Context: an optimization exercise on an open-source flow, tuned for small area, a short achievable clock period and few clock cycles per item. The choices shown serve that exercise and are no tape-out recipe. In this exercise RTL edits were held to simulation tests only and were not proved equivalent to the original.

==> inputs of v30 <==
Design rgb_to_hsv_converter, start of the top module:
module rgb_to_hsv_converter (
    input  logic        i_clk,
    input  logic        i_rst_n,
    input  logic        i_valid,
    output logic        o_ready,
    input  logic [7:0]  i_red,
    input  logic [7:0]  i_green,
    input  logic [7:0]  i_blue,
    output logic        o_valid,
    input  logic        i_ready,
    output logic [15:0] o_hue,
    output logic [15:0] o_saturation,
    output logic [7:0]  o_value
);
==> flow/config.mk <==
export PLATFORM = sky130hd
export DESIGN_NAME = rgb_to_hsv_converter
export DESIGN_NICKNAME = rgb_to_hsv_converter
export VERILOG_FILES = /design/flow/design.v
export SDC_FILE = /design/flow/constraint.sdc
export NUM_CORES = 4
export LEC_CHECK = 0
export ABC_AREA = 1
export CAP_MARGIN = 20
export CORE_MARGIN = 2
export CORE_UTILIZATION = 70
export CTS_BUF_LIST = sky130_fd_sc_hd__clkbuf_4 sky130_fd_sc_hd__clkbuf_8
export SLEW_MARGIN = 20
==> flow/constraint.sdc <==
create_clock -name core_clock -period 10.0 [get_ports {i_clk}]
set_input_delay 2.0000 -clock core_clock [delete_from_list [all_inputs] [get_ports {i_clk}]]
set_output_delay 2.0000 -clock core_clock [all_outputs]
set_load 0.01 [all_outputs]
standard.sh (not shown) runs the stock make flow with config.mk's settings and CLKGATE_MAP_FILE= SYNTH_SCRIPT=/design/flow/synth_recipe.tcl, a recipe that flattens the netlist after the stock synthesis.
==> flow/flow/run.sh <==
#!/bin/bash
# Standard synthesis, then the standard layout steps with repair_timing aiming at a
# setup slack of SETUP_MARGIN ns (the clock and constraints are the design's).
set -euo pipefail
SETUP_MARGIN=${SETUP_MARGIN:-6.6}
bash standard.sh synth > synth.log 2>&1
bash standard.sh SETUP_SLACK_MARGIN=$SETUP_MARGIN finish > layout.log 2>&1
==> v19 (differences from v30) <==
--- a/flow/design.v
+++ b/flow/design.v
@@ -21,27 +21,23 @@
     logic [7:0] r_sk_r, r_sk_g, r_sk_b;
     logic       adv;       
     logic       in_en;     
     logic       take;      
     logic [8:0] r_vld;
-    logic       r_rdy, r_nov;
-    assign o_ready = r_rdy;
+    assign o_ready = !r_sk_vld;
     assign take    = i_valid && !r_sk_vld;
     assign adv     = i_ready || !r_vld[8];
     assign in_en   = adv || !r_in_vld;
     always_ff @(posedge i_clk) begin
         if (!i_rst_n) begin
             r_in_vld <= 1'b0;
             r_sk_vld <= 1'b0;
-            r_rdy    <= 1'b1;
         end else if (in_en) begin
             r_in_vld <= r_sk_vld || take;
             r_sk_vld <= 1'b0;
-            r_rdy    <= 1'b1;
         end else if (take) begin
             r_sk_vld <= 1'b1;
-            r_rdy    <= 1'b0;
         end
     end
     always_ff @(posedge i_clk) begin
         if (in_en) begin
             r_in_r <= r_sk_vld ? r_sk_r : i_red;
@@ -55,14 +51,12 @@
         end
     end
     always_ff @(posedge i_clk) begin
         if (!i_rst_n) begin
             r_vld <= '0;
-            r_nov <= 1'b1;
         end else if (adv) begin
             r_vld <= {r_vld[7:0], r_in_vld};
-            r_nov <= !r_vld[7];
         end
     end
     logic ge_rg, ge_gr, ge_gb, ge_bg, ge_br, ge_rb;
     rhsv_ge8 u_ge_rg (.x(r_in_r), .y(r_in_g), .ge(ge_rg));
     rhsv_ge8 u_ge_gr (.x(r_in_g), .y(r_in_r), .ge(ge_gr));
@@ -430,11 +424,11 @@
             r8_hq <= {r7_hq, d13_b, d14_b, d15_b};
             r8_sq <= {r7_sq, s14_q, s15_q} & {16{r7_mx != 8'd0}};
             r8_mx <= r7_mx;
         end
     end
-    assign o_valid      = !r_nov;
+    assign o_valid      = r_vld[8];
     assign o_hue        = r8_hq;
     assign o_saturation = r8_sq;
     assign o_value      = r8_mx;
 endmodule
 module rhsv_step (
@@ -477,10 +471,33 @@
         end
     endgenerate
     assign q = rem[7] | ~g3[7];
     assign nrem = sh ^ ({8{q}} & (div ^ {g3[6:0], 1'b0}));
 endmodule
+module rhsv_ge8 (
+    input  logic [7:0] x,
+    input  logic [7:0] y,
+    output logic       ge
+);
+    logic [7:0] g0, a0;
+    logic [3:0] g1, a1;
+    logic [1:0] g2, a2;
+    assign g0 = ~x & y;
+    assign a0 = ~x | y;
+    genvar i;
+    generate
+        for (i = 0; i < 4; i++) begin : g_l1
+            assign g1[i] = g0[2*i+1] | (a0[2*i+1] & g0[2*i]);
+            assign a1[i] = a0[2*i+1] & a0[2*i];
+        end
+        for (i = 0; i < 2; i++) begin : g_l2
+            assign g2[i] = g1[2*i+1] | (a1[2*i+1] & g1[2*i]);
+            assign a2[i] = a1[2*i+1] & a1[2*i];
+        end
+    endgenerate
+    assign ge = !(g2[1] | (a2[1] & g2[0]));
+endmodule
 module rhsv_sub8 (
     input  logic [7:0] x,
     input  logic [7:0] y,
     output logic [7:0] d,
     output logic       bo
@@ -517,28 +534,5 @@
         end
     endgenerate
     assign bo = g3[7];
     assign d  = x ^ (y ^ {g3[6:0], 1'b0});
 endmodule
-module rhsv_ge8 (
-    input  logic [7:0] x,
-    input  logic [7:0] y,
-    output logic       ge
-);
-    logic [7:0] g0, a0;
-    logic [3:0] g1, a1;
-    logic [1:0] g2, a2;
-    assign g0 = ~x & y;
-    assign a0 = ~x | y;
-    genvar i;
-    generate
-        for (i = 0; i < 4; i++) begin : g_l1
-            assign g1[i] = g0[2*i+1] | (a0[2*i+1] & g0[2*i]);
-            assign a1[i] = a0[2*i+1] & a0[2*i];
-        end
-        for (i = 0; i < 2; i++) begin : g_l2
-            assign g2[i] = g1[2*i+1] | (a1[2*i+1] & g1[2*i]);
-            assign a2[i] = a1[2*i+1] & a1[2*i];
-        end
-    endgenerate
-    assign ge = !(g2[1] | (a2[1] & g2[0]));
-endmodule
==> flow/flow/run.sh (replaced) <==
#!/bin/bash
# Standard synthesis, then the standard layout steps with repair_timing aiming at a
# setup slack of SETUP_MARGIN ns (the clock and constraints are the design's).
set -euo pipefail
SETUP_MARGIN=${SETUP_MARGIN:-6}
bash standard.sh synth > synth.log 2>&1
bash standard.sh SETUP_SLACK_MARGIN=$SETUP_MARGIN finish > layout.log 2>&1
Settings changed: ABC_AREA 1 to default, CORE_UTILIZATION 70 to 40, CTS_BUF_LIST sky130_fd_sc_hd__clkbuf_4 sky130_fd_sc_hd__clkbuf_8 to default, SYNTH_HIERARCHICAL from default to 1.
==> v29 (differences from v30) <==
--- a/flow/design.v
+++ b/flow/design.v
@@ -21,27 +21,23 @@
     logic [7:0] r_sk_r, r_sk_g, r_sk_b;
     logic       adv;       
     logic       in_en;     
     logic       take;      
     logic [8:0] r_vld;
-    logic       r_rdy, r_nov;
-    assign o_ready = r_rdy;
+    assign o_ready = !r_sk_vld;
     assign take    = i_valid && !r_sk_vld;
     assign adv     = i_ready || !r_vld[8];
     assign in_en   = adv || !r_in_vld;
     always_ff @(posedge i_clk) begin
         if (!i_rst_n) begin
             r_in_vld <= 1'b0;
             r_sk_vld <= 1'b0;
-            r_rdy    <= 1'b1;
         end else if (in_en) begin
             r_in_vld <= r_sk_vld || take;
             r_sk_vld <= 1'b0;
-            r_rdy    <= 1'b1;
         end else if (take) begin
             r_sk_vld <= 1'b1;
-            r_rdy    <= 1'b0;
         end
     end
     always_ff @(posedge i_clk) begin
         if (in_en) begin
             r_in_r <= r_sk_vld ? r_sk_r : i_red;
@@ -55,14 +51,12 @@
         end
     end
     always_ff @(posedge i_clk) begin
         if (!i_rst_n) begin
             r_vld <= '0;
-            r_nov <= 1'b1;
         end else if (adv) begin
             r_vld <= {r_vld[7:0], r_in_vld};
-            r_nov <= !r_vld[7];
         end
     end
     logic ge_rg, ge_gr, ge_gb, ge_bg, ge_br, ge_rb;
     rhsv_ge8 u_ge_rg (.x(r_in_r), .y(r_in_g), .ge(ge_rg));
     rhsv_ge8 u_ge_gr (.x(r_in_g), .y(r_in_r), .ge(ge_gr));
@@ -430,11 +424,11 @@
             r8_hq <= {r7_hq, d13_b, d14_b, d15_b};
             r8_sq <= {r7_sq, s14_q, s15_q} & {16{r7_mx != 8'd0}};
             r8_mx <= r7_mx;
         end
     end
-    assign o_valid      = !r_nov;
+    assign o_valid      = r_vld[8];
     assign o_hue        = r8_hq;
     assign o_saturation = r8_sq;
     assign o_value      = r8_mx;
 endmodule
 module rhsv_step (
@@ -477,10 +471,33 @@
         end
     endgenerate
     assign q = rem[7] | ~g3[7];
     assign nrem = sh ^ ({8{q}} & (div ^ {g3[6:0], 1'b0}));
 endmodule
+module rhsv_ge8 (
+    input  logic [7:0] x,
+    input  logic [7:0] y,
+    output logic       ge
+);
+    logic [7:0] g0, a0;
+    logic [3:0] g1, a1;
+    logic [1:0] g2, a2;
+    assign g0 = ~x & y;
+    assign a0 = ~x | y;
+    genvar i;
+    generate
+        for (i = 0; i < 4; i++) begin : g_l1
+            assign g1[i] = g0[2*i+1] | (a0[2*i+1] & g0[2*i]);
+            assign a1[i] = a0[2*i+1] & a0[2*i];
+        end
+        for (i = 0; i < 2; i++) begin : g_l2
+            assign g2[i] = g1[2*i+1] | (a1[2*i+1] & g1[2*i]);
+            assign a2[i] = a1[2*i+1] & a1[2*i];
+        end
+    endgenerate
+    assign ge = !(g2[1] | (a2[1] & g2[0]));
+endmodule
 module rhsv_sub8 (
     input  logic [7:0] x,
     input  logic [7:0] y,
     output logic [7:0] d,
     output logic       bo
@@ -517,28 +534,5 @@
         end
     endgenerate
     assign bo = g3[7];
     assign d  = x ^ (y ^ {g3[6:0], 1'b0});
 endmodule
-module rhsv_ge8 (
-    input  logic [7:0] x,
-    input  logic [7:0] y,
-    output logic       ge
-);
-    logic [7:0] g0, a0;
-    logic [3:0] g1, a1;
-    logic [1:0] g2, a2;
-    assign g0 = ~x & y;
-    assign a0 = ~x | y;
-    genvar i;
-    generate
-        for (i = 0; i < 4; i++) begin : g_l1
-            assign g1[i] = g0[2*i+1] | (a0[2*i+1] & g0[2*i]);
-            assign a1[i] = a0[2*i+1] & a0[2*i];
-        end
-        for (i = 0; i < 2; i++) begin : g_l2
-            assign g2[i] = g1[2*i+1] | (a1[2*i+1] & g1[2*i]);
-            assign a2[i] = a1[2*i+1] & a1[2*i];
-        end
-    endgenerate
-    assign ge = !(g2[1] | (a2[1] & g2[0]));
-endmodule
==> flow/run.sh (new file) <==
#!/bin/bash
# synth_recipe.tcl (not shown) runs the flow's synth.tcl, then flattens the netlist and writes it again
# the make line also repeats each setting of config.mk as NAME=value (left out here)
make -C /OpenROAD-flow-scripts/flow DESIGN_CONFIG=/design/flow/config.mk WORK_HOME=/design/flow/orfs CLKGATE_MAP_FILE= SYNTH_SCRIPT=/design/flow/synth_recipe.tcl finish
Settings changed: ABC_AREA 1 to default, CORE_UTILIZATION 70 to 40, CTS_BUF_LIST sky130_fd_sc_hd__clkbuf_4 sky130_fd_sc_hd__clkbuf_8 to default, SETUP_SLACK_MARGIN from default to 5.
removed: flow/flow/run.sh
removed: flow/standard.sh
==> flow_summary.json <==
{
  "outcome": "complete, no violations",
  "gp_congestion": 0.916,
  "min_period_ns": 3.33
}
[end of results for v30]
==> flow_summary.json <==
{
  "outcome": "complete, no violations",
  "min_period_ns": 4.05,
  "gp_congestion": 0.913,
  "multi_input_area_share": 0.429
}
[end of results for v19]
==> flow_summary.json <==
{
  "gp_congestion": 0.879,
  "grt_pass1_vias": 21300,
  "outcome": "complete, no violations"
}
[end of results for v29]
Testbench counts of v30, summed over its fixed seeds: cycles 16,080, pixels 16,000.
Testbench counts of v19, summed over its fixed seeds: cycles 16,080, pixels 16,000.
Testbench counts of v29, summed over its fixed seeds: cycles 16,080, pixels 16,000.

[port drivers added, routing unchanged]
The results above use ideal ports. As a check the final layouts listed here were re-extracted and re-timed, cells and wires unchanged.
Step 1 (the two cells are an assumption about what drives the block):
set clk [get_ports {i_clk}]
set_driving_cell -lib_cell sky130_fd_sc_hd__clkbuf_16 $clk
set_driving_cell -lib_cell sky130_fd_sc_hd__buf_2 [delete_from_list [all_inputs] $clk]
Step 2 moves the port delays by t, midway between the first and last clock arrival at a register: inputs arrive t later, outputs are due t later. That takes back most of the time a late clock gives input paths.
a / b / c = ideal / step 1 / step 2; a / b = the first two.
run | t (ns) | setup slack, ns | worst slew at a driven data input, ns
v30 | 0.718 | 6.668 / 6.612 / 5.995 | 0.04
v19 | 0.669 | 5.952 / 5.952 / 5.572 | 0.04
v29 | 0.690 | 5.429 / 5.429 / 5.429 | 0.04
After both steps setup and hold are still met in every run listed. The setup slack of v30, which loses most, moves by -0.056 ns with the drivers and by -0.673 ns with both steps.
